Background: an optimization exercise with open tools, aiming at small area, a short achievable clock period and few clock cycles. Do not read the settings as production practice.
At most, simulation tests tie the RTL to the original design; equivalence was not proved.

==> run G: inputs <==
// duty_cycled_particle_averager
module duty_cycled_particle_averager
(
    input  wire logic        clk,
    input  wire logic        rst_n,
    input  wire logic        s_tvalid,
    output logic             s_tready,
    input  wire logic [87:0] s_tdata,
    output logic             m_tvalid,
    input  wire logic        m_tready,
    output logic      [63:0] m_tdata,
    input  wire logic        psel,
    input  wire logic        penable,
    input  wire logic        pwrite,
    input  wire logic [3:0]  paddr,
    input  wire logic [31:0] pwdata,
    output logic      [31:0] prdata,
    output logic             pready
);
    localparam int MW = dcpa_pkg::MassW;
    logic [dcpa_pkg::TimeW-1:0] wake_interval_reg;
    logic [dcpa_pkg::TimeW-1:0] warmup_delay_reg;
    logic [dcpa_pkg::TimeW-1:0] read_window_reg;
    logic [31:0]      prdata_reg;
    logic             pready_reg;
    logic [2:0]       wsel_reg;
    logic             in_ready;
    logic             accum;
    logic             div_step;
    logic             div_last;
    logic             enable;
    logic             published;
    logic [dcpa_pkg::CountW-1:0] count;
    logic [dcpa_pkg::CountW-1:0] divisor;
    logic [dcpa_pkg::CountW+1:0] divisor3;
    logic [MW-1:0]    mass_pm1;
    logic [MW-1:0]    mass_pm25;
    logic [MW-1:0]    mass_pm10;
    logic [MW-1:0]    avg_pm1;
    logic [MW-1:0]    avg_pm25;
    logic [MW-1:0]    avg_pm10;
    always_ff @(posedge clk or negedge rst_n)
    begin
        if (!rst_n)
        begin
            wake_interval_reg <= dcpa_pkg::WakeIntervalRst;
            warmup_delay_reg  <= dcpa_pkg::WarmupDelayRst;
            read_window_reg   <= dcpa_pkg::ReadWindowRst;
            pready_reg        <= 1'b0;
            wsel_reg          <= '0;
        end
        else
        begin
            pready_reg <= psel && penable && !pready_reg;
            wsel_reg   <= '0;
            if (psel && penable && pwrite && !pready_reg)
            begin
                case (paddr[3:2])
                    dcpa_pkg::RegWakeInterval: wsel_reg <= 3'b001;
                    dcpa_pkg::RegWarmupDelay:  wsel_reg <= 3'b010;
  ...
clock: 8.0 ns
lec_check: 0
abc_area: 1
cap_margin: 20
core_margin: 2
core_utilization: 60
cts_cluster_diameter: 80
cts_cluster_size: 30
setup_slack_margin: 4.9
slew_margin: 20
synth_hierarchical: 1
standard.sh (not shown) runs the stock make flow with config.mk's settings and CLKGATE_MAP_FILE= SYNTH_SCRIPT=/design/flow/synth_recipe.tcl, a recipe that flattens the netlist after the stock synthesis.
==> flow/flow/run.sh <==
#!/bin/bash
# The standard layout (the standard.sh, all steps through finish), with
# the port buffers that placement inserts made of sky130_fd_sc_hd__buf_2
# cells instead of the buffer_ports default. Every port still gets its own
# buffer. make's full output goes to layout.log in the work folder; ORFS's
# per-step logs stay under orfs/logs/.
set -euo pipefail
bash standard.sh "BUFFER_PORTS_ARGS=-buffer_cell sky130_fd_sc_hd__buf_2" finish > layout.log 2>&1
==> run P: changes against run G <==
--- a/flow/design.v
+++ b/flow/design.v
@@ -134,16 +134,17 @@
     logic [CW-1:0]     count_reg;
     logic              busy_reg;
     logic [dcpa_pkg::StepW-1:0] step_reg;
     logic              pend_reg;
     logic              out_valid_reg;
     logic [CW-1:0]     out_count_reg;
     logic              out_pub_reg;
     logic              out_enable_reg;
+    logic [TW-1:0]     elapsed_src;
     logic [TW-1:0]     elapsed_new;
     logic [TW:0]       window_end_reg;
     logic              ge_window_end;
     logic [CW-1:0]     count_inc;
     logic              warmup_zero;
     logic              window_zero;
     logic              wake;
     logic              close;
@@ -164,23 +165,18 @@
     logic              stale_next;
     logic              busy_next;
     logic              pend_next;
     assign fire     = t_valid && !busy_reg && !pend_reg && !stale_reg;
     assign in_ready      = !held_reg;
     assign in_ready_port = ready_reg;
     assign taken    = out_valid_reg && out_ready;
     assign out_free = !out_valid_reg || out_ready;
-    dcpa_elapsed u_elapsed (
-        .held      (held_reg),
-        .now_ms    (now_ms),
-        .held_now  (t_now),
-        .wake_time (wake_time_reg),
-        .elapsed   (elapsed_new)
-    );
+    assign elapsed_src = held_reg ? t_now : now_ms;
+    assign elapsed_new = elapsed_src - wake_time_reg;
     always_ff @(posedge clk)
     begin
         window_end_reg <= {1'b0, warmup_delay_ms} + {1'b0, read_window_ms};
     end
     assign ge_window_end = ({1'b0, t_elapsed} >= window_end_reg);
     assign warmup_zero   = (warmup_delay_ms == '0);
     assign window_zero   = (read_window_ms == '0);
     assign wake       = t_first || (t_elapsed >= wake_interval_ms);
@@ -304,28 +300,16 @@
     assign out_valid = out_valid_reg;
     assign enable    = out_enable_reg;
     assign published = out_pub_reg;
     assign count     = out_count_reg;
     assign divisor   = count_reg;
     assign divisor3  = divisor3_reg;
 endmodule
 `default_nettype wire
-`default_nettype none
-module dcpa_elapsed
-(
-    input  wire logic                       held,
-    input  wire logic [dcpa_pkg::TimeW-1:0] now_ms,
-    input  wire logic [dcpa_pkg::TimeW-1:0] held_now,
-    input  wire logic [dcpa_pkg::TimeW-1:0] wake_time,
-    output logic      [dcpa_pkg::TimeW-1:0] elapsed
-);
-    assign elapsed = (held ? held_now : now_ms) - wake_time;
-endmodule
-`default_nettype wire
 `timescale 1ns / 1ps
 `default_nettype none
 module duty_cycled_particle_averager
 (
     input  wire logic        clk,
     input  wire logic        rst_n,
     input  wire logic        s_tvalid,
     output logic             s_tready,
SETUP_SLACK_MARGIN = 4.7   (was 4.9)
SYNTH_HIERARCHICAL = default   (was 1)
==> run M: changes against run G <==
==> flow/design.v (replaced) <==
`timescale 1ns / 1ps
`default_nettype none
package dcpa_pkg;
    localparam int MassW      = 16;
    localparam int SumW       = 24;
    localparam int CountW     = 8;
    localparam int TimeW      = 32;
    localparam int MaxSamples = 255;
    localparam int DivRadixBits = 1;
    localparam int DivCycles    = MassW / DivRadixBits;
    localparam int StepW        = $clog2(DivCycles);
    localparam logic [1:0] RegWakeInterval = 2'd0;
    localparam logic [1:0] RegWarmupDelay  = 2'd1;
    localparam logic [1:0] RegReadWindow   = 2'd2;
    localparam logic [TimeW-1:0] WakeIntervalRst = 32'd300000;
    localparam logic [TimeW-1:0] WarmupDelayRst  = 32'd30000;
    localparam logic [TimeW-1:0] ReadWindowRst   = 32'd10000;
endpackage
`default_nettype wire
`timescale 1ns / 1ps
`default_nettype none
module dcpa_lane
(
    input  wire logic                        clk,
    input  wire logic                        rst_n,
    input  wire logic                        accum,
    input  wire logic                        div_step,
    input  wire logic                        div_last,
    input  wire logic [dcpa_pkg::MassW-1:0]  mass,
    input  wire logic [dcpa_pkg::CountW-1:0] divisor,
    output logic      [dcpa_pkg::MassW-1:0]  avg
);
    localparam int MW = dcpa_pkg::MassW;
    localparam int CW = dcpa_pkg::CountW;
    localparam int SW = dcpa_pkg::SumW;
    logic [SW-1:0] sum_reg;
    logic [SW-1:0] div_next;
    logic [MW-1:0] avg_reg;
    always_comb
    begin
        logic [SW-1:0] r;
        logic [CW:0]   sh;
        r = sum_reg;
        for (int i = 0; i < dcpa_pkg::DivRadixBits; i++)
        begin
            sh = {r[SW-1:MW], r[MW-1]};
            if (sh >= {1'b0, divisor})
            begin
                sh = sh - {1'b0, divisor};
                r  = {sh[CW-1:0], r[MW-2:0], 1'b1};
            end
            else
            begin
                r  = {sh[CW-1:0], r[MW-2:0], 1'b0};
            end
        end
        div_next = r;
    end
    always_ff @(posedge clk or negedge rst_n)
    begin
        if (!rst_n)
        begin
            sum_reg <= '0;
            avg_reg <= '0;
        end
        else if (div_step)
        begin
            sum_reg <= div_last ? '0 : div_next;
            if (div_last)
            begin
                avg_reg <= div_next[MW-1:0];
            end
        end
        else if (accum)
        begin
            sum_reg <= sum_reg + SW'(mass);
        end
    end
    assign avg = avg_reg;
endmodule
`default_nettype wire
`timescale 1ns / 1ps
`default_nettype none
module dcpa_ctrl
(
    input  wire logic                        clk,
    input  wire logic                        rst_n,
    input  wire logic                        in_valid,
    output logic                             in_ready,
    input  wire logic [dcpa_pkg::TimeW-1:0]  now_ms,
    input  wire logic                        first_tick,
    input  wire logic                        reading_valid,
    input  wire logic [dcpa_pkg::TimeW-1:0]  wake_interval_ms,
    input  wire logic [dcpa_pkg::TimeW-1:0]  warmup_delay_ms,
    input  wire logic [dcpa_pkg::TimeW-1:0]  read_window_ms,
    input  wire logic                        out_ready,
    output logic                             out_valid,
    output logic                             accum,
    output logic                             div_step,
    output logic                             div_last,
    output logic                             enable,
    output logic                             published,
    output logic      [dcpa_pkg::CountW-1:0] count,
    output logic      [dcpa_pkg::CountW-1:0] divisor
);
    localparam int TW = dcpa_pkg::TimeW;
    localparam int CW = dcpa_pkg::CountW;
    logic              t_valid;
    logic [TW-1:0]     t_now;
    logic              t_first;
    logic              t_rv;
    logic [TW-1:0]     t_elapsed;
    logic              stale_reg;
    logic [TW-1:0]     wake_time_reg;
    logic              enable_reg;
    logic              done_reg;
    logic [CW-1:0]     count_reg;
    logic              busy_reg;
    logic [dcpa_pkg::StepW-1:0] step_reg;
    logic              pend_reg;
    logic              out_valid_reg;
    logic [CW-1:0]     out_count_reg;
    logic              out_pub_reg;
    logic              out_enable_reg;
    logic [TW-1:0]     elapsed_src;
    logic [TW-1:0]     elapsed_new;
    logic [TW:0]       window_end_reg;
    logic              ge_window_end;
    logic [CW-1:0]     count_inc;
    logic              warmup_zero;
    logic              window_zero;
    logic              wake;
    logic              close;
    logic              publish;
    logic              in_window;
    logic              take;
    logic              fire;
    logic              last;
    logic              taken;
    logic              out_free;
    logic              enable_next;
    logic [CW-1:0]     count_next;
    logic              ready_reg;
    logic              t_valid_next;
    logic              stale_next;
    logic              busy_next;
    logic              pend_next;
    assign fire     = t_valid && !busy_reg && !pend_reg && !stale_reg;
    assign in_ready = ready_reg;
    assign taken    = out_valid_reg && out_ready;
    assign out_free = !out_valid_reg || out_ready;
    assign elapsed_src = stale_reg ? t_now : now_ms;
    assign elapsed_new = elapsed_src - wake_time_reg;
    always_ff @(posedge clk)
    begin
        window_end_reg <= {1'b0, warmup_delay_ms} + {1'b0, read_window_ms};
    end
    assign ge_window_end = ({1'b0, t_elapsed} >= window_end_reg);
    assign warmup_zero   = (warmup_delay_ms == '0);
    assign window_zero   = (read_window_ms == '0);
    assign wake       = t_first || (t_elapsed >= wake_interval_ms);
    assign close      = !wake && ge_window_end && !done_reg;
    assign publish    = close && (count_reg != '0);
    assign in_window  = wake ? (warmup_zero && !window_zero)
                             : ((t_elapsed >= warmup_delay_ms) && !ge_window_end);
    assign take       = t_rv && in_window && (count_reg != CW'(dcpa_pkg::MaxSamples));
    assign last       = (step_reg == dcpa_pkg::StepW'(dcpa_pkg::DivCycles - 1));
    assign enable_next = wake || (enable_reg && !close);
    assign count_inc   = count_reg + 1'b1;
    assign count_next  = take ? count_inc : count_reg;
    assign accum    = fire && take;
    assign div_step = busy_reg && (!last || out_free);
    assign div_last = last;
    assign t_valid_next = in_ready ? in_valid : t_valid;
    assign stale_next   = fire && wake && in_valid;
    assign busy_next    = fire ? publish : (busy_reg && !(div_step && last));
    assign pend_next    = (fire && !publish && !out_free) || (pend_reg && !out_ready);
    always_ff @(posedge clk or negedge rst_n)
    begin
        if (!rst_n)
        begin
            t_valid   <= 1'b0;
            ready_reg <= 1'b1;
        end
        else
        begin
            t_valid   <= t_valid_next;
            ready_reg <= !t_valid_next || (!busy_next && !pend_next && !stale_next);
        end
    end
    always_ff @(posedge clk)
    begin
        if (in_ready)
        begin
            t_now   <= now_ms;
            t_first <= first_tick;
            t_rv    <= reading_valid;
        end
        if (in_ready || stale_reg)
        begin
            t_elapsed <= elapsed_new;
        end
    end
    always_ff @(posedge clk or negedge rst_n)
    begin
        if (!rst_n)
        begin
            wake_time_reg  <= '0;
            enable_reg     <= 1'b0;
            done_reg       <= 1'b0;
            count_reg      <= '0;
            busy_reg       <= 1'b0;
            step_reg       <= '0;
            pend_reg       <= 1'b0;
            stale_reg      <= 1'b0;
            out_valid_reg  <= 1'b0;
            out_count_reg  <= '0;
            out_pub_reg    <= 1'b0;
            out_enable_reg <= 1'b0;
        end
        else
        begin
            if (taken)
            begin
                out_valid_reg <= 1'b0;
            end
            stale_reg <= stale_next;
            if (fire)
            begin
                if (wake)
                begin
                    wake_time_reg <= t_now;
                end
                enable_reg <= enable_next;
                done_reg   <= !wake && (done_reg || close);
                count_reg  <= count_next;
                busy_reg   <= publish;
                if (!publish)
                begin
                    if (out_free)
                    begin
                        out_valid_reg  <= 1'b1;
                        out_count_reg  <= count_next;
                        out_pub_reg    <= 1'b0;
                        out_enable_reg <= enable_next;
                    end
                    else
                    begin
                        pend_reg <= 1'b1;
                    end
                end
            end
            if (pend_reg && out_ready)
            begin
                pend_reg       <= 1'b0;
                out_valid_reg  <= 1'b1;
                out_count_reg  <= count_reg;
                out_pub_reg    <= 1'b0;
                out_enable_reg <= enable_reg;
            end
            if (div_step)
            begin
                step_reg <= step_reg + 1'b1;
                if (last)
                begin
                    busy_reg       <= 1'b0;
                    count_reg      <= '0;
                    out_valid_reg  <= 1'b1;
                    out_count_reg  <= '0;
                    out_pub_reg    <= 1'b1;
                    out_enable_reg <= enable_reg;
                end
            end
        end
    end
    assign out_valid = out_valid_reg;
    assign enable    = out_enable_reg;
    assign published = out_pub_reg;
    assign count     = out_count_reg;
    assign divisor   = count_reg;
endmodule
`default_nettype wire
`timescale 1ns / 1ps
`default_nettype none
module duty_cycled_particle_averager
(
    input  wire logic        clk,
    input  wire logic        rst_n,
    input  wire logic        s_tvalid,
    output logic             s_tready,
    input  wire logic [87:0] s_tdata,
    output logic             m_tvalid,
    input  wire logic        m_tready,
    output logic      [63:0] m_tdata,
    input  wire logic        psel,
    input  wire logic        penable,
    input  wire logic        pwrite,
    input  wire logic [3:0]  paddr,
    input  wire logic [31:0] pwdata,
    output logic      [31:0] prdata,
    output logic             pready
);
    localparam int MW = dcpa_pkg::MassW;
    logic [dcpa_pkg::TimeW-1:0] wake_interval_reg;
    logic [dcpa_pkg::TimeW-1:0] warmup_delay_reg;
    logic [dcpa_pkg::TimeW-1:0] read_window_reg;
    logic [31:0]      prdata_reg;
    logic             pready_reg;
    logic [2:0]       wsel_reg;
    logic             accum;
    logic             div_step;
    logic             div_last;
    logic             enable;
    logic             published;
    logic [dcpa_pkg::CountW-1:0] count;
    logic [dcpa_pkg::CountW-1:0] divisor;
    logic [MW-1:0]    mass_pm1;
    logic [MW-1:0]    mass_pm25;
    logic [MW-1:0]    mass_pm10;
    logic [MW-1:0]    avg_pm1;
    logic [MW-1:0]    avg_pm25;
    logic [MW-1:0]    avg_pm10;
    always_ff @(posedge clk or negedge rst_n)
    begin
        if (!rst_n)
        begin
            wake_interval_reg <= dcpa_pkg::WakeIntervalRst;
            warmup_delay_reg  <= dcpa_pkg::WarmupDelayRst;
            read_window_reg   <= dcpa_pkg::ReadWindowRst;
            pready_reg        <= 1'b0;
            wsel_reg          <= '0;
        end
        else
        begin
            pready_reg <= psel && penable && !pready_reg;
            wsel_reg   <= '0;
            if (psel && penable && pwrite && !pready_reg)
            begin
                case (paddr[3:2])
                    dcpa_pkg::RegWakeInterval: wsel_reg <= 3'b001;
                    dcpa_pkg::RegWarmupDelay:  wsel_reg <= 3'b010;
                    dcpa_pkg::RegReadWindow:   wsel_reg <= 3'b100;
                    default: ;
                endcase
            end
            if (wsel_reg[0])
            begin
                wake_interval_reg <= pwdata;
            end
            if (wsel_reg[1])
            begin
                warmup_delay_reg <= pwdata;
            end
            if (wsel_reg[2])
            begin
                read_window_reg <= pwdata;
            end
        end
    end
    always_ff @(posedge clk)
    begin
        case (paddr[3:2])
            dcpa_pkg::RegWakeInterval: prdata_reg <= wake_interval_reg;
            dcpa_pkg::RegWarmupDelay:  prdata_reg <= warmup_delay_reg;
            dcpa_pkg::RegReadWindow:   prdata_reg <= read_window_reg;
            default:                   prdata_reg <= '0;
        endcase
    end
    assign prdata = prdata_reg;
    assign pready = pready_reg;
    dcpa_ctrl u_ctrl (
        .clk              (clk),
        .rst_n            (rst_n),
        .in_valid         (s_tvalid),
        .in_ready         (s_tready),
        .now_ms           (s_tdata[31:0]),
        .first_tick       (s_tdata[32]),
        .reading_valid    (s_tdata[33]),
        .wake_interval_ms (wake_interval_reg),
        .warmup_delay_ms  (warmup_delay_reg),
        .read_window_ms   (read_window_reg),
        .out_ready        (m_tready),
        .out_valid        (m_tvalid),
        .accum            (accum),
        .div_step         (div_step),
        .div_last         (div_last),
        .enable           (enable),
        .published        (published),
        .count            (count),
        .divisor          (divisor)
    );
    always_ff @(posedge clk)
    begin
        if (s_tready)
        begin
            mass_pm1  <= s_tdata[49:34];
            mass_pm25 <= s_tdata[65:50];
            mass_pm10 <= s_tdata[81:66];
        end
    end
    dcpa_lane u_lane_pm1 (
        .clk      (clk),
        .rst_n    (rst_n),
        .accum    (accum),
        .div_step (div_step),
        .div_last (div_last),
        .mass     (mass_pm1),
        .divisor  (divisor),
        .avg      (avg_pm1)
    );
    dcpa_lane u_lane_pm25 (
        .clk      (clk),
        .rst_n    (rst_n),
        .accum    (accum),
        .div_step (div_step),
        .div_last (div_last),
        .mass     (mass_pm25),
        .divisor  (divisor),
        .avg      (avg_pm25)
    );
    dcpa_lane u_lane_pm10 (
        .clk      (clk),
        .rst_n    (rst_n),
        .accum    (accum),
        .div_step (div_step),
        .div_last (div_last),
        .mass     (mass_pm10),
        .divisor  (divisor),
        .avg      (avg_pm10)
    );
    assign m_tdata = {6'd0, count, avg_pm10, avg_pm25, avg_pm1, published, enable};
endmodule
`default_nettype wire
==> flow/run.sh (new file) <==
#!/bin/bash
# synth_recipe.tcl (not shown) runs the flow's synth.tcl, then flattens the netlist and writes it again
# the make line also repeats each setting of config.mk as NAME=value (left out here)
make -C /OpenROAD-flow-scripts/flow DESIGN_CONFIG=/design/flow/config.mk WORK_HOME=/design/flow/orfs CLKGATE_MAP_FILE= SYNTH_SCRIPT=/design/flow/synth_recipe.tcl finish
ABC_AREA = default   (was 1)
CTS_CLUSTER_DIAMETER = default   (was 80)
CTS_CLUSTER_SIZE = default   (was 30)
SETUP_SLACK_MARGIN = 3.5   (was 4.9)
SYNTH_HIERARCHICAL = default   (was 1)
removed: flow/flow/run.sh
removed: flow/standard.sh
==> out/results.ini <==
[status]
status=finished clean

[cells_and_area]
fin_nets=5242

[synth]
ys_top_cells_by_area=dfrtp_1, nand2_1, ha_1
ys_top_cells_by_count=nand2_1, inv_1, nand3_1

[global_route]
grtUsageTotal_pct=30.80
grt_use_met1_pct=47.28

[setup_path]
crit_fanout=6

[sta]
relSlewSlack_pct=34.04

the above is filed under run G

==> out/results.ini <==
[status]
status=finished clean

[cells_and_area]
fin_nets=4319

[sta]
relSlewSlack_pct=30.09

[synth]
ys_top_cells_by_area=dfrtp_1, ha_1, nand2_1

[global_route]
grtUsageTotal_pct=34.00
grt_use_met1_pct=51.58

[setup_path]
crit_fanout=4

the above is filed under run P

==> out/results.ini <==
[status]
status=finished clean

[global_route]
grtUsageTotal_pct=31.67
grt_use_met1_pct=44.85

[cells_and_area]
fin_nets=3354
area.sequential_um2=11810

[place]
dpl_cell_area_um2=29250

[sta]
setup_ws_ps=3606
relSlewSlack_pct=23.78

[synth]
ys_top_cells_by_area=dfrtp_1, edfxtp_1, ha_1
ys_top_cells_by_count=nand2_1, dfrtp_1, ha_1

[setup_path]
crit_fanout=4

the above is filed under run M

Testbench counts of run P, summed over its fixed seeds: cycles 9,553.
No functional check of the RTL was part of run G and run M.

separate check: timing with driven ports:
The results above use ideal ports. As a check the final layouts listed here were re-extracted and re-timed, cells and wires unchanged.
Step 1 sets driving cells, clkbuf_16 on the clock port and buf_2 on the other inputs (assumed; they add their load-dependent delay and slew).
Step 2, shift: input delay + t, output delay - t, t = (earliest + latest rising clock arrival at the registers) / 2. This alone moves slack from input paths to output paths.
Three values: no drivers, after step 1, after step 2; two values: the first two.
run | shift t [ns] | setup WS [ns] | worst hold slack (ns) | worst register clock-pin slew, ns
run G | 0.693 | 4.830 / 4.830 / 4.329 | 0.450 / 0.450 / 0.450 | 0.11 / 0.11
run P | 0.686 | 4.767 / 4.767 / 4.124 | 0.441 / 0.441 / 0.441 | 0.12 / 0.12
run M | 0.655 | 3.606 / 3.643 / 2.988 | 0.443 / 0.443 / 0.443 | 0.06 / 0.06
After both steps every run listed still meets setup and hold. For run P, which loses most, drivers alone change the setup slack by 0.000 ns; drivers and shift together by -0.643 ns.
